Source: an optimization exercise on an open RTL-to-GDS flow (aim: small area, a short achievable clock period and few clock cycles). Production flows keep margins and buffers that such runs may drop.
In this exercise RTL edits were held to simulation tests only and were not proved equivalent to the original.
No activity file was given, so power comes from the tool's default toggle rates.

$ cat design/flow/flow/run.sh
#!/bin/bash
set -uo pipefail
here=$(pwd)
export BUFFER_PORTS_ARGS="-buffer_cell sky130_fd_sc_hd__buf_1"
export CTS_ARGS="-sink_clustering_enable -repair_clock_nets -dont_use_dummy_load -sink_clustering_size 14 -sink_clustering_max_diameter 50 -buf_list sky130_fd_sc_hd__clkbuf_8"
export IO_CONSTRAINTS="$here/flow/io.tcl"
bash standard.sh > standard.log 2>&1
$ cat design/flow/flow/io.tcl
# Keep the FIFO handshake pins and the output handshake next to each other, so the
# paths from an empty flag to its read enable stay short.
set ctl {vlan_empty vlan_rd_en phv_empty phv_rd_en phv[384] head_empty head_rd_en head_last[0] head_last[1] body_empty body_rd_en body_last out_ready out_valid}
set_io_pin_constraint -pin_names $ctl -region right:180-220
$ cat design/flow/standard.sh
#!/bin/bash
# synth_recipe.tcl (not shown) runs the flow's synth.tcl, then flattens the netlist and writes it again
# the make line also repeats each setting of config.mk as NAME=value (left out here)
make -C /OpenROAD-flow-scripts/flow DESIGN_CONFIG=/design/flow/config.mk WORK_HOME=/design/flow/orfs CLKGATE_MAP_FILE= SYNTH_SCRIPT=/design/flow/synth_recipe.tcl "${@:-finish}"
$ cat design/flow/config.mk
export PLATFORM = sky130hd
export DESIGN_NAME = deparser_top
export DESIGN_NICKNAME = deparser_top
export VERILOG_FILES = /design/flow/design.v
export SDC_FILE = /design/flow/constraint.sdc
export NUM_CORES = 8
export LEC_CHECK = 0
export CAP_MARGIN = 20
export CORE_MARGIN = 2
export CORE_UTILIZATION = 40
export CTS_BUF_LIST = sky130_fd_sc_hd__clkbuf_8
export CTS_CLUSTER_DIAMETER = 50
export CTS_CLUSTER_SIZE = 14
export GPL_ROUTABILITY_DRIVEN = 0
export GPL_TIMING_DRIVEN = 0
export SETUP_SLACK_MARGIN = 5.0
export SLEW_MARGIN = 20
export SYNTH_HIERARCHICAL = 1
export SYNTH_MINIMUM_KEEP_SIZE = 1000000
$ cat design/flow/constraint.sdc
create_clock -name core_clock -period 9.0 [get_ports {clk}]
set_input_delay 1.8000 -clock core_clock [delete_from_list [all_inputs] [get_ports {clk}]]
set_output_delay 1.8000 -clock core_clock [all_outputs]
set_load 0.01 [all_outputs]
$ cat design/flow/design.v
`default_nettype none
package deparser_pkg;
	typedef logic [8*8-1:0] seg_data_t;
	typedef logic [8-1:0] seg_keep_t;
	typedef logic [16*8-1:0] head_data_t;  
	typedef logic [16-1:0] head_keep_t;
	typedef logic [16/8-1:0] head_last_t;
	typedef logic [385-1:0] phv_t;
	typedef logic [12-1:0] vlan_id_t;
	typedef logic [$clog2(32)-1:0] table_addr_t;
	typedef logic [4*16-1:0] act_entry_t;  
	typedef enum logic [1:0] {WAIT_HDR, WAIT_ADDR, WAIT_DATA, FLUSH_REST} ctrl_state_t;
endpackage
`default_nettype wire
`timescale 1ns/1ps
`default_nettype none
module act_table_loader
(
	input wire clk,
	input wire aresetn,
	input deparser_pkg::seg_data_t ctrl_data,
	input wire ctrl_valid,
	input wire ctrl_last,
	output logic wr_en,
	output deparser_pkg::table_addr_t wr_addr,
	output logic [31:0] wr_data
);
	deparser_pkg::ctrl_state_t state;
	deparser_pkg::act_entry_t data_rev;
	logic [31:0] acts, acts_q;
	deparser_pkg::table_addr_t addr_q;
	always_comb begin
		for (int i = 0; i < 8; i++)
			data_rev[8*i +: 8] = ctrl_data[8*(8-1-i) +: 8];
	end
	always_comb begin
		for (int a = 0; a < 4; a++) begin
			acts[8*a+6 +: 2] = (data_rev[16*(3-a)] && data_rev[16*(3-a)+10 +: 3] == 3'b000) ?
				data_rev[16*(3-a)+1 +: 2] : 2'b00;
			acts[8*a+4 +: 2] = data_rev[16*(3-a)+3 +: 2];
			acts[8*a +: 4] = data_rev[16*(3-a)+6 +: 4];
		end
	end
	always_comb begin
		int n;
		wr_data = '0;
		n = 0;
		for (int a = 0; a < 4; a++) begin
			if (acts_q[8*a+6 +: 2] != 2'b00) begin
				wr_data[8*n +: 8] = acts_q[8*a +: 8];
				n = n + 1;
			end
		end
	end
	always_ff @(posedge clk) begin
		if (!aresetn) begin
			state <= deparser_pkg::WAIT_HDR;
			wr_en <= 1'b0;
		end else begin
			wr_en <= ctrl_valid && state == deparser_pkg::WAIT_DATA;
			if (ctrl_valid) begin
				case (state)
					deparser_pkg::WAIT_HDR: if (!ctrl_last) state <= deparser_pkg::WAIT_ADDR;
					deparser_pkg::WAIT_ADDR: begin
						if (ctrl_data[2:0] == 3'b101 && !ctrl_last)
							state <= deparser_pkg::WAIT_DATA;
						else
							state <= ctrl_last ? deparser_pkg::WAIT_HDR : deparser_pkg::FLUSH_REST;
					end
					deparser_pkg::WAIT_DATA:
						state <= ctrl_last ? deparser_pkg::WAIT_HDR : deparser_pkg::FLUSH_REST;
					deparser_pkg::FLUSH_REST: if (ctrl_last) state <= deparser_pkg::WAIT_HDR;
				endcase
			end
		end
	end
	always_ff @(posedge clk) begin
		if (ctrl_valid && state == deparser_pkg::WAIT_ADDR)
			addr_q <= ctrl_data[8 +: $clog2(32)];
		if (ctrl_valid && state == deparser_pkg::WAIT_DATA)
			wr_addr <= addr_q;
		if (ctrl_valid && state == deparser_pkg::WAIT_DATA)
			acts_q <= acts;
	end
endmodule
`default_nettype wire
`timescale 1ns/1ps
`default_nettype none
module act_table_ram
(
	input wire clk,
	input wire aresetn,
	input wire wr_en,
	input deparser_pkg::table_addr_t wr_addr,
	input wire [31:0] wr_data,
	input deparser_pkg::table_addr_t rd_addr,
	output logic [31:0] rd_data,
	output logic rd_hit
);
	localparam int RINGS = 10;
	logic [31:0] ring [RINGS][3];
	logic [31:0] pair [2];
	logic [1:0] c;
	logic ph, pend, busy;
	logic [RINGS-1:0] land_r;
	logic land_p;
	logic [32-1:0] wsel, rsel;
	always_comb begin
		for (int i = 0; i < 32; i++) begin
			wsel[i] = wr_addr == i;
			rsel[i] = rd_addr == i;
		end
	end
	assign busy = wr_en || pend;
	always_comb begin
		for (int r = 0; r < RINGS; r++)
			land_r[r] = busy && ((wsel[3*r] && c == 2'd0) || (wsel[3*r+1] && c == 2'd1) ||
				(wsel[3*r+2] && c == 2'd2));
	end
	assign land_p = busy && ((wsel[30] && ph) || (wsel[31] && !ph));
	always_ff @(posedge clk) begin
		c <= (c == 2'd2 || c == 2'd3) ? 2'd0 : c + 2'd1;
		ph <= !ph;
		for (int r = 0; r < RINGS; r++) begin
			ring[r][0] <= ring[r][1];
			ring[r][1] <= ring[r][2];
			ring[r][2] <= land_r[r] ? wr_data : ring[r][0];
		end
		pair[1] <= pair[0];
		pair[0] <= land_p ? wr_data : pair[1];
	end
	always_ff @(posedge clk) begin
		if (!aresetn)
			pend <= 1'b0;
		else
			pend <= busy && !(|land_r || land_p);
	end
	always_comb begin
		rd_data = '0;
		for (int r = 0; r < RINGS; r++)
			rd_data = rd_data | ({32{rsel[3*r] || rsel[3*r+1] || rsel[3*r+2]}} & ring[r][0]);
		rd_data = rd_data | ({32{rsel[30] || rsel[31]}} & pair[0]);
		rd_hit = (rsel[30] && !ph) || (rsel[31] && ph);
		for (int i = 0; i < 3*RINGS; i++)
			rd_hit = rd_hit || (rsel[i] && c == 2'(i % 3));
	end
endmodule
`default_nettype wire
`timescale 1ns/1ps
`default_nettype none
module field_extract
(
	input deparser_pkg::phv_t phv,
	input wire [7:0] act,  
	output deparser_pkg::seg_data_t data,
	output deparser_pkg::head_keep_t wmask
);
	localparam int BASE_4B = 4 * 16;
	localparam int BASE_6B = BASE_4B + 4 * 32;
	logic [1:0] kind, idx;
	logic [3:0] off;
	logic [47:0] left;
	deparser_pkg::seg_data_t ordered;
	logic [5:0] span;
	assign kind = act[7:6];
	assign idx = act[5:4];
	assign off = act[3:0];
	always_comb begin
		left = '0;
		case (kind)
			2'b01: left[47:32] = phv[16*idx +: 16];
			2'b10: left[47:16] = phv[BASE_4B + 32*idx +: 32];
			default: left = phv[BASE_6B + 48*idx +: 48];
		endcase
		ordered = '0;
		for (int j = 0; j < 6; j++)
			ordered[8*j +: 8] = left[8*(5-j) +: 8];
		case (kind)
			2'b01: span = 6'b000011;
			2'b10: span = 6'b001111;
			2'b11: span = 6'b111111;
			default: span = 6'b000000;
		endcase
	end
	assign data = ({ordered, ordered} << (8*off[2:0])) >> 64;
	assign wmask = 16'(span) << off;
endmodule
`default_nettype wire
`timescale 1ns/1ps
`default_nettype none
module head_buffer
(
	input wire seg,
	input deparser_pkg::head_data_t ov,
	input deparser_pkg::head_keep_t ov_mask,
	input deparser_pkg::head_data_t head_data,
	output deparser_pkg::seg_data_t seg_data
);
	always_comb begin
		for (int p = 0; p < 8; p++) begin
			if (seg)
				seg_data[8*p +: 8] = ov_mask[8+p] ? ov[64 + 8*p +: 8] : head_data[64 + 8*p +: 8];
			else
				seg_data[8*p +: 8] = ov_mask[p] ? ov[8*p +: 8] : head_data[8*p +: 8];
		end
	end
endmodule
`default_nettype wire
`timescale 1ns/1ps
`default_nettype none
`default_nettype wire
`timescale 1ns/1ps
`default_nettype none
module deparser_top
(
	input wire clk,
	input wire aresetn,
	input deparser_pkg::phv_t phv,
	input wire phv_empty,
	output logic phv_rd_en,
	input deparser_pkg::vlan_id_t vlan_id,
	input wire vlan_empty,
	output logic vlan_rd_en,
	input deparser_pkg::head_data_t head_data,
	input deparser_pkg::head_keep_t head_keep,
	input deparser_pkg::head_last_t head_last,
	input wire head_empty,
	output logic head_rd_en,
	input deparser_pkg::seg_data_t body_data,
	input deparser_pkg::seg_keep_t body_keep,
	input wire body_last,
	input wire body_empty,
	output logic body_rd_en,
	output deparser_pkg::seg_data_t out_data,
	output deparser_pkg::seg_keep_t out_keep,
	output logic out_last,
	output logic out_valid,
	input wire out_ready,
	input deparser_pkg::seg_data_t ctrl_data,
	input wire ctrl_valid,
	input wire ctrl_last
);
	logic wr_en;
	deparser_pkg::table_addr_t wr_addr;
	logic [31:0] wr_data, lookup;
	logic rd_hit;
	deparser_pkg::table_addr_t rd_addr;
	act_table_loader u_loader (.clk(clk), .aresetn(aresetn), .ctrl_data(ctrl_data),
		.ctrl_valid(ctrl_valid), .ctrl_last(ctrl_last), .wr_en(wr_en), .wr_addr(wr_addr),
		.wr_data(wr_data));
	act_table_ram u_ram (.clk(clk), .aresetn(aresetn), .wr_en(wr_en), .wr_addr(wr_addr),
		.wr_data(wr_data), .rd_addr(rd_addr), .rd_data(lookup), .rd_hit(rd_hit));
	logic [31:0] e0, e0_n, e1;
	deparser_pkg::table_addr_t iq0, iq1;
	logic iv0, iv1, ev0, ev0_n, e_load, e_load1, ev1, lk_on, lk_done;
	logic [1:0] lk;
	logic j0v, j0d, j1v, j1d, j0v_n, j0d_n, j1v_n, j1d_n;
	deparser_pkg::head_data_t ov0, ov1;
	deparser_pkg::head_keep_t om0, om1;
	logic full0, full1, drop0, drop1, wp, rp, pe_act, seg_q;
	logic full0_n, full1_n, drop0_n, drop1_n, wp_n, rp_n, seg_n, kd_n, ks_n;
	logic pe_ok;   
	logic pe_fin;  
	logic k_send;  
	logic k_go;    
	logic k_seg0;  
	logic b_drop;  
	logic b_fwd1;  
	logic enq_e, deq_e, pe_go, pe_step, pe_done;
	logic b_pop, b_done, b_fwd, j_enq, j_enq_d;
	logic hasbody, last_seg, h_out, consume;
	deparser_pkg::seg_data_t pdata, patched;
	deparser_pkg::head_keep_t pcover;
	assign vlan_rd_en = !vlan_empty && !iv1;
	assign enq_e = vlan_rd_en;
	assign phv_rd_en = !phv_empty && (pe_fin || (pe_ok && phv[384]));
	assign pe_done = phv_rd_en;
	assign deq_e = pe_done;
	assign pe_go = pe_ok && !phv_empty;
	assign pe_step = pe_go;
	assign hasbody = head_last == 2'b00;
	assign last_seg = seg_q || head_last[0];
	assign h_out = !head_empty && out_ready && k_send;
	assign consume = !head_empty && out_ready && (k_go || (k_seg0 && head_last[0]));
	assign head_rd_en = consume;
	assign j_enq = consume && hasbody;
	assign j_enq_d = !k_send;
	assign b_pop = !body_empty && (b_drop || (b_fwd1 && out_ready));
	assign body_rd_en = b_pop;
	assign b_done = b_pop && body_last;
	assign b_fwd = b_pop && b_fwd1;
	assign rd_addr = iq0;
	assign e_load1 = ev1 && (!ev0 || deq_e);
	assign lk_on = iv0 && (!ev1 || e_load1);
	assign lk_done = lk_on && lk == 2'd2;
	assign e_load = e_load1 || (!ev1 && lk_done && (!ev0 || deq_e));
	always_comb begin
		ev0_n = e_load || (ev0 && !deq_e);
		if (e_load)
			e0_n = (!ev1 && rd_hit) ? lookup : e1;
		else if (pe_step)
			e0_n = {8'h00, e0[31:8]};
		else
			e0_n = e0;
		j0v_n = j0v;
		j0d_n = j0d;
		j1v_n = j1v;
		j1d_n = j1d;
		if (b_done) begin
			j0v_n = j1v || j_enq;
			j0d_n = j1v ? j1d : j_enq_d;
			j1v_n = j1v && j_enq;
			j1d_n = j_enq_d;
		end else if (j_enq) begin
			if (j0v) begin
				j1v_n = 1'b1;
				j1d_n = j_enq_d;
			end else begin
				j0v_n = 1'b1;
				j0d_n = j_enq_d;
			end
		end
		wp_n = wp ^ pe_done;
		rp_n = rp ^ consume;
		full0_n = (pe_done && !wp) || (full0 && !(consume && !rp));
		full1_n = (pe_done && wp) || (full1 && !(consume && rp));
		drop0_n = (pe_done && !wp) ? phv[384] : drop0;
		drop1_n = (pe_done && wp) ? phv[384] : drop1;
		seg_n = h_out ? !last_seg : seg_q;
		kd_n = (rp_n ? full1_n && drop1_n : full0_n && drop0_n) && !j1v_n;
		ks_n = (rp_n ? full1_n && !drop1_n : full0_n && !drop0_n) && !j1v_n &&
			!(j0v_n && !j0d_n) && !(j1v_n && !j1d_n);
	end
	always_ff @(posedge clk) begin
		if (!aresetn) begin
			ev0 <= 1'b0;
			ev1 <= 1'b0;
			lk <= 2'd0;
			iv0 <= 1'b0;
			iv1 <= 1'b0;
			j0v <= 1'b0;
			j1v <= 1'b0;
			full0 <= 1'b0;
			full1 <= 1'b0;
			wp <= 1'b0;
			rp <= 1'b0;
			pe_act <= 1'b0;
			seg_q <= 1'b0;
			pe_ok <= 1'b0;
			pe_fin <= 1'b0;
			k_send <= 1'b0;
			k_go <= 1'b0;
			k_seg0 <= 1'b0;
			b_drop <= 1'b0;
			b_fwd1 <= 1'b0;
		end else begin
			ev0 <= ev0_n;
			ev1 <= ev1 ? (lk_done || !e_load) : (lk_done && !e_load);
			lk <= lk_done ? 2'd0 : lk + 2'(lk_on);
			iv0 <= iv1 || (iv0 && !lk_done) || enq_e;
			iv1 <= iv1 ? !lk_done : (iv0 && !lk_done && enq_e);
			j0v <= j0v_n;
			j1v <= j1v_n;
			full0 <= full0_n;
			full1 <= full1_n;
			wp <= wp_n;
			rp <= rp_n;
			if (pe_go)
				pe_act <= !pe_done;
			seg_q <= seg_n;
			pe_ok <= ev0_n && !(wp_n ? full1_n : full0_n);
			pe_fin <= ev0_n && !(wp_n ? full1_n : full0_n) && e0_n[15:14] == 2'b00;
			k_send <= ks_n;
			k_go <= kd_n || (ks_n && seg_n);
			k_seg0 <= ks_n && !seg_n;
			b_drop <= j0v_n && j0d_n;
			b_fwd1 <= j0v_n && !j0d_n;
		end
	end
	always_ff @(posedge clk) begin
		e0 <= e0_n;
		if (iv1 ? lk_done : (!iv0 || lk_done))
			iq0 <= iv1 ? iq1 : vlan_id[8:4];
		if (lk_on && rd_hit)
			e1 <= lookup;
		if (!iv1)
			iq1 <= vlan_id[8:4];
		j0d <= j0d_n;
		j1d <= j1d_n;
		drop0 <= drop0_n;
		drop1 <= drop1_n;
	end
	field_extract u_fx (.phv(phv), .act(e0[7:0]), .data(pdata), .wmask(pcover));
	always_ff @(posedge clk) begin
		if (pe_ok && !wp) begin
			for (int k = 0; k < 16; k++) begin
				if (pcover[k])
					ov0[8*k +: 8] <= pdata[8*(k%8) +: 8];
				om0[k] <= pcover[k] || (pe_act && om0[k]);
			end
		end
		if (pe_ok && wp) begin
			for (int k = 0; k < 16; k++) begin
				if (pcover[k])
					ov1[8*k +: 8] <= pdata[8*(k%8) +: 8];
				om1[k] <= pcover[k] || (pe_act && om1[k]);
			end
		end
	end
	head_buffer u_head (.seg(seg_q), .ov(rp ? ov1 : ov0), .ov_mask(rp ? om1 : om0),
		.head_data(head_data), .seg_data(patched));
	always_ff @(posedge clk) begin
		out_data <= b_fwd1 ? body_data : patched;
		out_keep <= b_fwd1 ? body_keep : (seg_q ? head_keep[15:8] : head_keep[7:0]);
		out_last <= b_fwd1 ? body_last : (seg_q ? head_last[1] : head_last[0]);
	end
	always_ff @(posedge clk) begin
		if (!aresetn)
			out_valid <= 1'b0;
		else
			out_valid <= h_out || b_fwd;
	end
endmodule
`default_nettype wire
==> results.cfg, run 1 <==
[pwr]
power_frac_seq_pct = 61.8
peakVddDrop_v = 0.000143
power_density_nw_per_um2 = 188
comb_power_share_pct = 7.2
fin_total_pwr_uw = 11600
internal-power_uw = 8850
leakage_uw = 0.0222
clkPwrFrac_pct = 31.1
switching_share_pct = 23.6
p_sw_uw = 2730

[sta]
fin_crit_sh_pct = 45.1
max_slew_margin_pct = 21.2
fin_ws_ns = 4.94
period_needed_ns = 4.06
fin_skew_ns = 0.140
hold_viol = 0
grt_setup_unrepaired = true
setup_viol = 0
tightest_slew_ns = 1.18
fin_setup_tns_ns = 0
timing.fmax_mhz = 246
drv_slew = 0

[worst_setup_path]
r2r_slack_ns = 5.09
critPathKind = primary input to output port
arrival_ns = 2.26
cp-start-kind = primary input
required_ns = 7.20
crit_family = buffers and inverters
slowest_stage = nor2_4
crit_fanout = 4
max_stage_delay_ns = 0.16
path_cells = buf_2, nor2_4, buf_6
crit_buf_inv = 2
cp-end-kind = output port

[floorplan]
die_h_um = 370
initial_core_util_pct = 40.3
die_x_um = 370
dieArea_um2 = 137000
io_pins = 767
num_rows = 134
coreArea_um2 = 133000

[finish]
finalNetCount = 5939
final_cell_mix = 1137 x dfxtp_1, 758 x buf_1, 560 x nand2_1, 461 x o21ai_0, 397 x edfxtp_1
final_area_um2 = 61600
layout-drive-gt1-share_pct = 9.84
final_util_pct = 46.2
final_common_cell = dfxtp_1
area_growth_pct = 14.7

[placed_design]
placed_cell_area_um2 = 58700
pre_cts_slack_ns = 3.96
hpwlAfterDp_um = 155000
port_buffers = 743

[worst_hold_path]
hold_class = register to register

[grt]
antenna_found_initial = 57
first_global_vias = 36800
grt_usage_pct = 28.2
gr-total-overflow = 0
grt_max_degree = 31
grt_pass1_wl_um = 272000

[detailed_routing]
vias = 39000
dr.pass1.iters = 8
drtIter0Drc = 4595
wire_per_inst_um = 28.3
postRouteAntennaNets = 0
vias_per_cell = 5.54
drt_wl_total_um = 199000
drcViolationCount = 0

[yosys]
synthMuxAreaShare_pct = 13.9
synthCells = 4310
synth_compound_area_share_pct = 10.3
seq_area_frac_synth_pct = 64.6
synth_area_leaders = dfxtp_1 42%, edfxtp_1 22%, mux2i_1 6.8%
synthAdderAreaFrac_pct = 0.611
synth_top_family_by_area = multiplexers
synth-simple-area-share_pct = 7.57
synth_ff_type = dfxtp_1
ys_ff_latch = 1534
synth_top_area_cell = dfxtp_1
synth_xor_xnor_area_share_pct = 0.0980
synth_top_cell_area_share_pct = 42.4
synthArstFlopShare_pct = 0
syn-num-nets = 5023
yosysWarningCount = 13
ys_types = 80
syn_avg_cell_area_um2 = 12.4
synth_edf_count = 397
syn_area_um2 = 53700

[clock_network]
cts_root_buffer = clkbuf_8
numCtsBuffers = 146
clk_pin_slew_worst_paths_ns = 0.09
clockBufferDepth = 3
clock_latency_ns = 0.90
h-tree-depth = 4
cts_tree = yes
clock_sinks = 1534

[status]
status = complete, no violations

[run]
maxCapViolations = 0
[cells by family (layout without fill, tap and decap cells)]
family / count (synthesis) / count (layout)
AO/OA/AOI/OAI: 903 / 903
buffers and inverters: 373 / 1287
multiplexers: 541 / 541
other: 0 / 55
flip-flops: 1534 / 1534
XOR/XNOR: 6 / 6
adder cells (fa/ha/maj): 26 / 26
AND/OR/NAND/NOR: 927 / 927
[worst register-to-register path: cells and delay by family (launching register included)]
| kind | cells | cell delay, ns |
|---|---|---|
| muxes | 2 | 0.74 |
| AOI/OAI and AO/OA | 2 | 0.86 |
| adders and majority gates | 1 | 0.22 |
| DFF | 1 | 0.42 |
| and+or+nand+nor | 1 | 0.09 |
| buffers and inverters | 4 | 1.26 |
[layout make-up]
cell class | instances | area, um^2
antenna | 55 | 138
buffer | 324 | 1520
clock buffer | 146 | 2010
fill | 12300 | 71700
inverter | 49 | 184
multi-input combinational | 2403 | 17700
sequential | 1534 | 34700
tap | 1768 | 2210
timing repair buffer | 768 | 3100
[stage by stage]
stage / instances / hold WS, ns
4_1_cts: 6985 / 0.283
3_5_place_dp: 6823 / 0.312
5_1_grt: 7033 / 0.291
3_3_place_gp: 6821 / 0.310
6_report: 7047 / 0.279
2_1_floorplan: 4310 / 0.310
[Yosys cell counts, types with 27 or more instances]
cell type / number
clkbuf_1: 246
mux2i_1: 363
a21oi_1: 121
buf_1: 27
o21ai_0: 475
o21ai_1: 27
a22oi_1: 37
edfxtp_1: 397
mux4_2: 160
dfxtp_1: 1137
nand2_1: 562
a22o_1: 81
inv_1: 45
buf_2: 36
nand3_1: 78
a222oi_1: 30
a221oi_1: 70
nor2_1: 131
[final timing paths]
kind / from / end / cells after the start
setup / recovery: phv_empty / phv_rd_en / 3
hold / removal: u_ram.ring[25][14]$_DFF_P_ / u_ram.ring[24][14]$_DFF_P_ / 0
setup reg to reg: e0[6]$_DFFE_PP_ / ov0[122]$_DFFE_PP_ / 10
hold reg to reg: u_ram.ring[25][14]$_DFF_P_ / u_ram.ring[24][14]$_DFF_P_ / 0
[flip-flops by register name, indices dropped and copies added, names as in the netlist, 32 cells and up]
name / cells
e0: 32
e1: 32
out_data: 64
ov0: 128
ov1: 128
u_loader.acts_q: 32
u_ram.pair: 64
u_ram.ring: 960
[power groups by stage]
stage / clock, uW / sequential [uW] / combinational, uW
3_3_place_gp: 0 / 7310 / 775
4_1_cts: 3670 / 7150 / 803
3_5_place_dp: 0 / 7310 / 784
6_report: 3600 / 7150 / 830
5_1_grt: 3910 / 7160 / 863
2_1_floorplan: 0 / 7310 / 363
[layer usage]
layer | GRT usage, % | routed length (um)
met1 | 38.2 | 85000
met2 | 41.6 | 85400
met3 | 10.1 | 22100
met4 | 8.90 | 6400
met5 | 3.88 | 327
[timing repair]
item | in CTS | in global routing
hold buffers | 0 | 0
cloned | 0 | 1
pin swaps | 14 | 9
resized for setup | 124 | 58
setup endpoints to repair | 294 | 365
buffers inserted | 16 | 4
Testbench counts, summed over its fixed seeds: cycles 7,832.
==> inputs of run 2 (changes only) <==
--- a/design/flow/config.mk
+++ b/design/flow/config.mk
@@ -8,10 +8,9 @@
 export CAP_MARGIN = 20
 export CORE_MARGIN = 2
-export CORE_UTILIZATION = 40
+export CORE_UTILIZATION = 50
 export CTS_BUF_LIST = sky130_fd_sc_hd__clkbuf_8
 export CTS_CLUSTER_DIAMETER = 50
 export CTS_CLUSTER_SIZE = 14
 export GPL_ROUTABILITY_DRIVEN = 0
-export GPL_TIMING_DRIVEN = 0
 export SETUP_SLACK_MARGIN = 5.0
 export SLEW_MARGIN = 20
==> run 2 against run 1 <==
Effect of this change:
- still clean
- total power fell by 0.56%
- final area shrank 2.6%
- non-clock buffer count fell by 288
- core utilization up 10 points
- critical endpoint is now head_rd_en
==> results.cfg, run 2 <==
[finish]
finalNetCount = 5650
largest_reg_flops = 960
reg.largest.list = u_ram.ring: 960 flops, ov0: 128 flops, ov1: 128 flops
top_register = u_ram.ring
final_common_cell = dfxtp_1
layout-drive-gt1-share_pct = 9.58
area_growth_pct = 11.7
final_util_pct = 56.1
final_cell_mix = 1134 x dfxtp_1, 734 x buf_1, 559 x nand2_1, 467 x o21ai_0, 397 x edfxtp_1
filler_cell_count = 9329

[detailed_routing]
drcViolationCount = 0
postRouteAntennaNets = 0
vias_per_cell = 5.82
drt_wl_total_um = 182000
dr.pass1.iters = 7
vias = 37300
wire_per_inst_um = 28.4
drtIter0Drc = 4011

[grt]
grt_pass1_wl_um = 253000
gr-total-overflow = 0
use_met3_pct = 10.3
use_met2_pct = 48.7
grt_usage_pct = 32.3
use_met1_pct = 42.7
first_global_vias = 35000
top_usage_layer = met2
grt_max_degree = 84
antenna_found_initial = 63

[sta]
max_slew_margin_pct = 25.3
tightest_slew_ns = 1.12
grt_setup_unrepaired = true
hold_viol = 0
fin_ws_ns = 4.85
setup_viol = 0
fin_skew_ns = 0.0802
period_needed_ns = 4.15
fin_crit_sh_pct = 46.1
drv_slew = 0
timing.fmax_mhz = 241
fin_setup_tns_ns = 0

[worst_setup_path]
slowest_stage = nor2_4
max_stage_delay_ns = 0.18
cp-start-kind = primary input
critPathKind = primary input to output port
crit_buf_inv = 2
path_cells = buf_6, nand2b_4, nor2_4, buf_6
crit_fanout = 2
arrival_ns = 2.35
cp-end-kind = output port
required_ns = 7.20
crit_family = simple AND/OR/NAND/NOR gates
cp_common_cell = buf_6

[yosys]
seq_area_frac_synth_pct = 64.6
synth.most_common_cell = dfxtp_1
synthArstFlopShare_pct = 0
synth_top_area_cell = dfxtp_1
ys_ff_latch = 1534
synth_top_cell_area_share_pct = 42.4
synth_ff_type = dfxtp_1
synth_commonest_cells = 1137 x dfxtp_1, 562 x nand2_1, 475 x o21ai_0, 397 x edfxtp_1, 363 x mux2i_1
synthCells = 4310
synth_area_leaders = dfxtp_1 42%, edfxtp_1 22%, mux2i_1 6.8%
ys_types = 80
syn_area_um2 = 53700
syn_avg_cell_area_um2 = 12.4
syn-num-nets = 5023
yosysWarningCount = 13
synth_edf_count = 397

[clock_network]
numCtsBuffers = 145
clk_pin_slew_worst_paths_ns = 0.09
h-tree-depth = 4
cts_tree = yes
clock_latency_ns = 0.88
cts_root_buffer = clkbuf_8
clockBufferDepth = 3
clock_sinks = 1534

[placed_design]
hpwlAfterDp_um = 129000
port_buffers = 743
pre_cts_slack_ns = 4.43

[run]
maxCapViolations = 0

[floorplan]
num_rows = 120
io_pins = 767
die_h_um = 332
die_x_um = 332
initial_core_util_pct = 50.3
coreArea_um2 = 107000
dieArea_um2 = 110000

[pwr]
power_density_nw_per_um2 = 192
fin_total_pwr_uw = 11500
peakVddDrop_v = 0.000139
leakage_uw = 0.0217

[worst_hold_path]
hold_class = register to register

[status]
status = complete, no violations
-- run 2: kinds of logic (layout without fill, tap and decap cells) --
logic type      Yosys count  in the layout  share of synthesized area [%]
mux                     541            541                           13.9
compound gates          903            903                           10.3
xor+xnor                  6              6                         0.0979
buf+inv                 373            998                           2.89
simple gates            927            927                           7.57
flops                  1534           1534                           64.6
other cells               0             68                              0
fa+ha+maj                26             26                          0.611
-- run 2: metrics by stage --
stage	hold slack, ns	area [um^2]	std cells
finish	0.280	59900	6406
global route	0.293	59900	6384
CTS	0.291	59600	6335
detailed placement	0.312	57400	6185
global placement	0.310	57400	6183
floorplan	0.310	53700	4310
-- run 2: layer usage --
| metal | up-vias | wire length (um) |
|---|---|---|
| met5 | - | 604 |
| met1 | 18300 | 74800 |
| li1 | 16800 | - |
| met3 | 370 | 18900 |
| met4 | 24 | 7210 |
| met2 | 1893 | 80300 |
-- run 2: repair_timing --
| action | CTS | global route |
|---|---|---|
| pin swaps | 5 | 3 |
| buffers inserted | 5 | 3 |
| setup endpoints to repair | 72 | 288 |
| hold buffers | 0 | 0 |
| resized for setup | 38 | 34 |
-- run 2: cell type report --
class                      instances  area (um^2)  share of cell area (%)
sequential                      1534        34700                    57.9
multi-input combinational       2403        17800                    29.6
timing repair buffer             804         3380                    5.64
clock buffer                     145         2000                    3.33
tap                             1403         1760                    2.93
inverter                          49          184                   0.307
antenna                           68          170                   0.284
-- run 2: worst paths after layout --
path / start / endpoint / slack (ns) / cells after the start
setup / recovery: head_empty / head_rd_en / 4.85 / 4
hold / removal: u_ram.ring[16][27]$_DFF_P_ / u_ram.ring[15][27]$_DFF_P_ / 0.28 / 0
setup reg to reg: e0[6]$_DFFE_PP_ / ov1[53]$_DFFE_PP_ / 5.06 / 9
hold reg to reg: u_ram.ring[16][27]$_DFF_P_ / u_ram.ring[15][27]$_DFF_P_ / 0.28 / 0
-- run 2: worst register-to-register path, stage by stage (launching register included) --
cell      delay, ns
edfxtp_1       0.43
inv_1          0.11
ha_2           0.28
buf_4          0.31
inv_1          0.38
buf_4          0.46
a22o_1         0.57
a22o_1         0.27
a21oi_1        0.09
mux2i_1        0.72
-- run 2: report_power, final --
| part | internal, uW | switching [uW] |
|---|---|---|
| Sequential | 7130 | 53.6 |
| Combinational | 261 | 508 |
| Clock | 1440 | 2130 |
==> inputs of run 3 (changes only) <==
--- a/design/flow/config.mk
+++ b/design/flow/config.mk
@@ -8,9 +8,10 @@
 export CAP_MARGIN = 20
 export CORE_MARGIN = 2
-export CORE_UTILIZATION = 50
+export CORE_UTILIZATION = 40
 export CTS_BUF_LIST = sky130_fd_sc_hd__clkbuf_8
 export CTS_CLUSTER_DIAMETER = 50
 export CTS_CLUSTER_SIZE = 14
 export GPL_ROUTABILITY_DRIVEN = 0
+export PLACE_DENSITY = 0.7
 export SETUP_SLACK_MARGIN = 5.0
 export SLEW_MARGIN = 20
==> run 3 against run 2 <==
Effect of this change:
- critical path type unchanged
- total power shrank 0.33%
- largest power group unchanged
- sequential power is essentially flat
- clock power shrank 2%
- first-iteration DRC count grew 19%
- highest routed layer unchanged
- largest cell class unchanged
- critical endpoint unchanged
==> results.cfg, run 3 <==
[status]
status = complete, no violations

[yosys]
syn_avg_cell_area_um2 = 12.4
synthCells = 4310
syn-num-nets = 5023
synthArstFlopShare_pct = 0
ys_types = 80
synth_top_area_cell = dfxtp_1
synth_edf_count = 397
synthMuxAreaShare_pct = 13.9
synth_ff_type = dfxtp_1
yosysWarningCount = 13
synth-simple-area-share_pct = 7.57
synthAdderAreaFrac_pct = 0.611
ys_ff_latch = 1534
synth_area_leaders = dfxtp_1 42%, edfxtp_1 22%, mux2i_1 6.8%
synth_top_cell_area_share_pct = 42.4
syn_area_um2 = 53700
synth.most_common_cell = dfxtp_1
seq_area_frac_synth_pct = 64.6
synth_compound_area_share_pct = 10.3
synth_top_family_by_area = multiplexers
synth_commonest_cells = 1137 x dfxtp_1, 562 x nand2_1, 475 x o21ai_0, 397 x edfxtp_1, 363 x mux2i_1
synth_xor_xnor_area_share_pct = 0.0980

[grt]
antenna_found_initial = 89
gr-total-overflow = 0
grt_max_degree = 97
first_global_vias = 34700
grt_pass1_wl_um = 258000
grt_usage_pct = 26.9

[worst_setup_path]
arrival_ns = 2.30
path_cells = buf_6, nand2b_4, nor2_4, buf_6
max_stage_delay_ns = 0.15
cp-start-kind = primary input
cp_common_cell = buf_6
slowest_stage = nand2b_4
critPathKind = primary input to output port
r2r_cells = 9
r2r_slack_ns = 5.11
crit_fanout = 2
crit_end = head_rd_en
cp-end-kind = output port
rr_endpoint = ov0[124]$_DFFE_PP_
required_ns = 7.20
timing.rr.start = e0[7]$_DFFE_PP_
cp-startpoint = head_empty

[run]
maxCapViolations = 0

[floorplan]
die_x_um = 370
io_pins = 767
initial_core_util_pct = 40.3
coreArea_um2 = 133000
dieArea_um2 = 137000
die_h_um = 370
num_rows = 134

[finish]
area_growth_pct = 12.5
final_common_cell = dfxtp_1
largest_reg_flops = 960
final_cell_mix = 1134 x dfxtp_1, 733 x buf_1, 559 x nand2_1, 467 x o21ai_0, 397 x edfxtp_1
finalNetCount = 5645
final_cells = 6753
layout-drive-gt1-share_pct = 9.51
top_register = u_ram.ring
reg.largest.list = u_ram.ring: 960 flops, ov0: 128 flops, ov1: 128 flops

[clock_network]
cts_root_buffer = clkbuf_8
numCtsBuffers = 141
h-tree-depth = 4
clk_pin_slew_worst_paths_ns = 0.08
cts_tree = yes
clockBufferDepth = 3
clock_sinks = 1534
clock_latency_ns = 0.91
cts_hold_buf = 0

[sta]
hold_viol = 0
max_slew_margin_pct = 28.2
fin_crit_sh_pct = 45.6
timing.fmax_mhz = 244
fin_skew_ns = 0.112
drv_slew = 0
fin_setup_tns_ns = 0
period_needed_ns = 4.10
tightest_slew_ns = 1.07
setup_viol = 0
grt_setup_unrepaired = true

[detailed_routing]
drcViolationCount = 0
drt_wl_total_um = 191000
dr.pass1.iters = 7
vias = 37500
drtIter0Drc = 4792
highest_layer = met5
dr_wl_met2_um = 81400
wl_met3_um = 17900
wire_per_inst_um = 28.3
vias_per_cell = 5.55
m1WireLength_um = 81700
postRouteAntennaNets = 0

[pwr]
internal-power_uw = 8780
clkPwrFrac_pct = 30.5
comb_power_share_pct = 6.9
leakage_uw = 0.0217
peakVddDrop_v = 0.000138
power_frac_seq_pct = 62.5
switching_share_pct = 23.5
p_sw_uw = 2700
power_density_nw_per_um2 = 190

[worst_hold_path]
hold_class = register to register

[placed_design]
hpwlAfterDp_um = 138000
port_buffers = 743
numPlacedInstances = 6543
run 3: cell counts after synthesis:
No cell type changed its count.
run 3: worst min path at each step:
stage                                     from                         end  cells after the start
detailed placement   u_ram.ring[1][31]$_DFF_P_   u_ram.ring[0][31]$_DFF_P_                      0
finish               u_ram.ring[7][13]$_DFF_P_   u_ram.ring[6][13]$_DFF_P_                      0
global placement      u_ram.ring[2][3]$_DFF_P_    u_ram.ring[1][3]$_DFF_P_                      0
floorplan             u_ram.ring[1][0]$_DFF_P_    u_ram.ring[0][0]$_DFF_P_                      0
global route        u_ram.ring[20][13]$_DFF_P_  u_ram.ring[19][13]$_DFF_P_                      0
CTS                 u_ram.ring[29][18]$_DFF_P_  u_ram.ring[28][18]$_DFF_P_                      0
run 3: power by group through the flow:
stage	clock (uW)	combinational, uW	sequential (uW)
6_report	3500	795	7180
2_1_floorplan	0	363	7310
4_1_cts	3560	774	7180
5_1_grt	3810	825	7190
3_3_place_gp	0	753	7330
3_5_place_dp	0	764	7340
run 3: worst max-delay path: cells and delay by family:
kind	cells	cell delay (ns)
simple gates	2	0.28
buf+inv	2	0.22
run 3: kinds of logic (layout without fill, tap and decap cells):
logic type / count (synthesis) / count (layout)
mux: 541 / 541
fa+ha+maj: 26 / 26
flops: 1534 / 1534
compound gates: 903 / 903
xor+xnor: 6 / 6
simple gates: 927 / 927
buf+inv: 373 / 993
other cells: 0 / 55
run 3: metal layers:
layer	GRT usage [%]	vias up
met3	7.24	456
met2	38.9	2070
met4	13.3	32
met5	0	-
li1	-	16800
met1	37.1	18200
run 3: layout make-up:
| cell class | instances | area (um^2) |
|---|---|---|
| flip-flops and latches | 1534 | 34700 |
| fillers | 12100 | 72900 |
| repair buffers | 803 | 3400 |
| diodes | 55 | 138 |
| clock buffers | 141 | 1940 |
| well taps | 1768 | 2210 |
| inverters | 49 | 188 |
| multi-input cells | 2403 | 17800 |
run 3: what timing repair did:
| item | CTS | global route |
|---|---|---|
| endpoints found under the setup margin | 197 | 252 |
| setup buffers | 8 | 3 |
| resized for setup | 40 | 31 |
| cloned | 0 | 1 |
| pin swaps | 7 | 3 |
run 3: through the flow:
step	hold slack [ns]	power, uW	instance area (um^2)	setup WS [ns]	util (%)
floorplan	0.310	7670	53700	5.01	-
global placement	0.310	8090	57800	4.44	43.4
detailed placement	0.312	8100	57800	4.42	43.4
CTS	0.284	11500	60000	4.76	45.0
global route	0.286	11800	60300	4.88	45.2
finish	0.270	11500	60300	4.90	45.3
==> inputs of run 4 (changes only) <==
--- a/design/flow/config.mk
+++ b/design/flow/config.mk
@@ -13,5 +13,4 @@
 export CTS_CLUSTER_SIZE = 14
 export GPL_ROUTABILITY_DRIVEN = 0
-export PLACE_DENSITY = 0.7
 export SETUP_SLACK_MARGIN = 5.0
 export SLEW_MARGIN = 20
==> run 4 against run 3 <==
Effect of this change:
- setup slack improved by 0.031 ns
- critical endpoint unchanged
- clock skew decreased by 0.0056 ns
- global-route usage is 1.2 points lower
- still clean on timing, DRC and antenna
- critical path type unchanged
- highest routed layer unchanged
- total power rose by 0.11%
- first-iteration DRC count down 28%
- largest power group unchanged
- clock power is 1% higher
==> results.cfg, run 4 <==
[grt]
antenna_found_initial = 54
first_global_vias = 34100
grt_pass1_wl_um = 249000
grt_max_degree = 97
gr-total-overflow = 0
grt_usage_pct = 25.7

[sta]
max_slew_margin_pct = 28.3
tightest_slew_ns = 1.05
fin_setup_tns_ns = 0
fin_crit_sh_pct = 45.3
drv_slew = 0
hold_viol = 0
period_needed_ns = 4.07
timing.fmax_mhz = 246
setup_viol = 0
fin_skew_ns = 0.106
grt_setup_unrepaired = true

[worst_setup_path]
crit_family = simple AND/OR/NAND/NOR gates
cp_common_cell = buf_6
required_ns = 7.20
crit_fanout = 2
arrival_ns = 2.27
cp-end-kind = output port
crit_buf_inv = 2
cp-start-kind = primary input
slowest_stage = nand2b_4
path_cells = buf_6, nand2b_4, nor2_4, buf_6
critPathKind = primary input to output port
max_stage_delay_ns = 0.14

[yosys]
synth.most_common_cell = dfxtp_1
synth_commonest_cells = 1137 x dfxtp_1, 562 x nand2_1, 475 x o21ai_0, 397 x edfxtp_1, 363 x mux2i_1
seq_area_frac_synth_pct = 64.6
synth_top_cell_area_share_pct = 42.4
synthArstFlopShare_pct = 0
synth_top_area_cell = dfxtp_1
yosysWarningCount = 13
ys_types = 80
ys_ff_latch = 1534
synth_ff_type = dfxtp_1
synth_area_leaders = dfxtp_1 42%, edfxtp_1 22%, mux2i_1 6.8%
syn_area_um2 = 53700
syn_avg_cell_area_um2 = 12.4
synthCells = 4310
syn-num-nets = 5023
synth_edf_count = 397

[clock_network]
cts_root_buffer = clkbuf_8
cts_tree = yes
h-tree-depth = 4
clockBufferDepth = 3
numCtsBuffers = 144
clock_sinks = 1534
clock_latency_ns = 0.89
clk_pin_slew_worst_paths_ns = 0.09
cts_hold_buf = 0

[detailed_routing]
drcViolationCount = 0
drt_wl_total_um = 181000
wire_per_inst_um = 26.9
drtIter0Drc = 3449
vias_per_cell = 5.44
vias = 36600
dr.pass1.iters = 6
postRouteAntennaNets = 0

[run]
maxCapViolations = 0

[status]
status = complete, no violations

[finish]
multi_input_area_um2 = 17800
final_common_cell = dfxtp_1
ff_latch_area_um2 = 34700
area_growth_pct = 12.4
reg.largest.list = u_ram.ring: 960 flops, ov0: 128 flops, ov1: 128 flops
finalNetCount = 5649
filler_cell_count = 12400
final_util_pct = 45.2
largest_reg_flops = 960
top_register = u_ram.ring
final_cell_mix = 1134 x dfxtp_1, 734 x buf_1, 559 x nand2_1, 467 x o21ai_0, 397 x edfxtp_1
layout-drive-gt1-share_pct = 9.69

[pwr]
leakage_uw = 0.0217
peakVddDrop_v = 0.000151
power_density_nw_per_um2 = 191

[floorplan]
dieArea_um2 = 137000
initial_core_util_pct = 40.3
io_pins = 767
die_x_um = 370
die_h_um = 370
num_rows = 134
coreArea_um2 = 133000

[placed_design]
hpwlAfterDp_um = 125000
port_buffers = 743

[worst_hold_path]
hold_class = register to register
[run 4: cell counts after synthesis]
Identical to the previous run, type by type.
[run 4: metal layers]
layer  up-vias  part of all wire [%]  track usage [%]
met5         -                  0.30             2.45
met4        44                   2.6             7.35
met3       343                    11             9.43
met2      1693                    43             37.6
met1     17800                    44             35.4
li1      16700                     -                -
[run 4: area by class of cell]
type	count	share of cell area (%)
Antenna cell	27	0.112
Clock buffer	144	3.29
Inverter	49	0.317
Multi-Input combinational cell	2403	29.6
Sequential cell	1534	57.5
Tap cell	1768	3.67
Timing Repair Buffer	804	5.52
[run 4: where the power goes]
part	total, uW	internal [uW]	switching [uW]
logic	766	261	504
registers	7180	7130	51.3
clock network	3550	1420	2120
[run 4: repair_timing]
item	CTS	global route
buffers inserted	8	5
gates resized for setup	37	42
endpoints found under the setup margin	159	345
pin swaps	7	3
[run 4: worst paths after layout]
| path | from | end | slack, ns | depth (start not counted) |
|---|---|---|---|---|
| min reg2reg | u_ram.ring[14][30]$_DFF_P_ | u_ram.ring[13][30]$_DFF_P_ | 0.26 | 0 |
| max reg2reg | e0[6]$_DFFE_PP_ | ov1[124]$_DFFE_PP_ | 5.10 | 9 |
| min | u_ram.ring[14][30]$_DFF_P_ | u_ram.ring[13][30]$_DFF_P_ | 0.26 | 0 |
| max | head_empty | head_rd_en | 4.93 | 4 |
[run 4: per-stage QoR]
step	cells	power (uW)	instance area, um^2	hold slack [ns]	setup slack [ns]
after floorplan	4310	7670	53700	0.310	5.01
after global placement	6543	8060	57800	0.310	4.19
after detailed placement	6545	8070	57800	0.312	4.14
after CTS	6697	11600	60000	0.259	4.71
after global routing	6717	11900	60300	0.272	4.91
final	6729	11500	60300	0.259	4.93
[run 4: worst reg2reg max path, cell delays in order (launching register included)]
cell	delay, ns
edfxtp_1	0.39
inv_1	0.08
ha_2	0.30
buf_4	0.47
and2_2	0.63
a22o_1	0.56
nor2_1	0.08
a21oi_1	0.31
mux2i_1	0.22
mux2i_1	0.56
[run 4: cell families (layout without fill, tap and decap cells)]
family / after synthesis / count (layout) / share of synthesized area (%)
AOI/OAI and AO/OA: 903 / 903 / 10.3
xor gates and xnor gates: 6 / 6 / 0.0979
adders and majority gates: 26 / 26 / 0.611
buffers and inverters: 373 / 997 / 2.89
DFF: 1534 / 1534 / 64.6
muxes: 541 / 541 / 13.9
other: 0 / 27 / 0
and+or+nand+nor: 927 / 927 / 7.57

[re-timing with driven ports]
How much do the figures lean on ideal ports? The routed layouts below were timed once more, with nothing changed but the port constraints. Step 1 assumes that a clkbuf_16 drives the clock port and a buf_2 every other input. Step 2 moves the port delays by t, midway between the first and last clock arrival at a register: inputs arrive t later, outputs are due t later. That takes back most of the time a late clock gives input paths. Slacks: no drivers / after step 1 / after step 2; pairs: no drivers / after step 1.
run	t (ns)	slack for setup (ns)	worst setup path at the end
run 1	0.912	4.942 / 4.839 / 4.307	input to register
run 2	0.907	4.851 / 4.759 / 4.228	input to register
run 3	0.918	4.896 / 4.819 / 4.148	input to register
run 4	0.904	4.927 / 4.823 / 4.157	input to register
After both steps setup and hold are still met in every run listed. The setup slack of run 4, which loses most, moves by -0.104 ns with the drivers and by -0.770 ns with both steps.
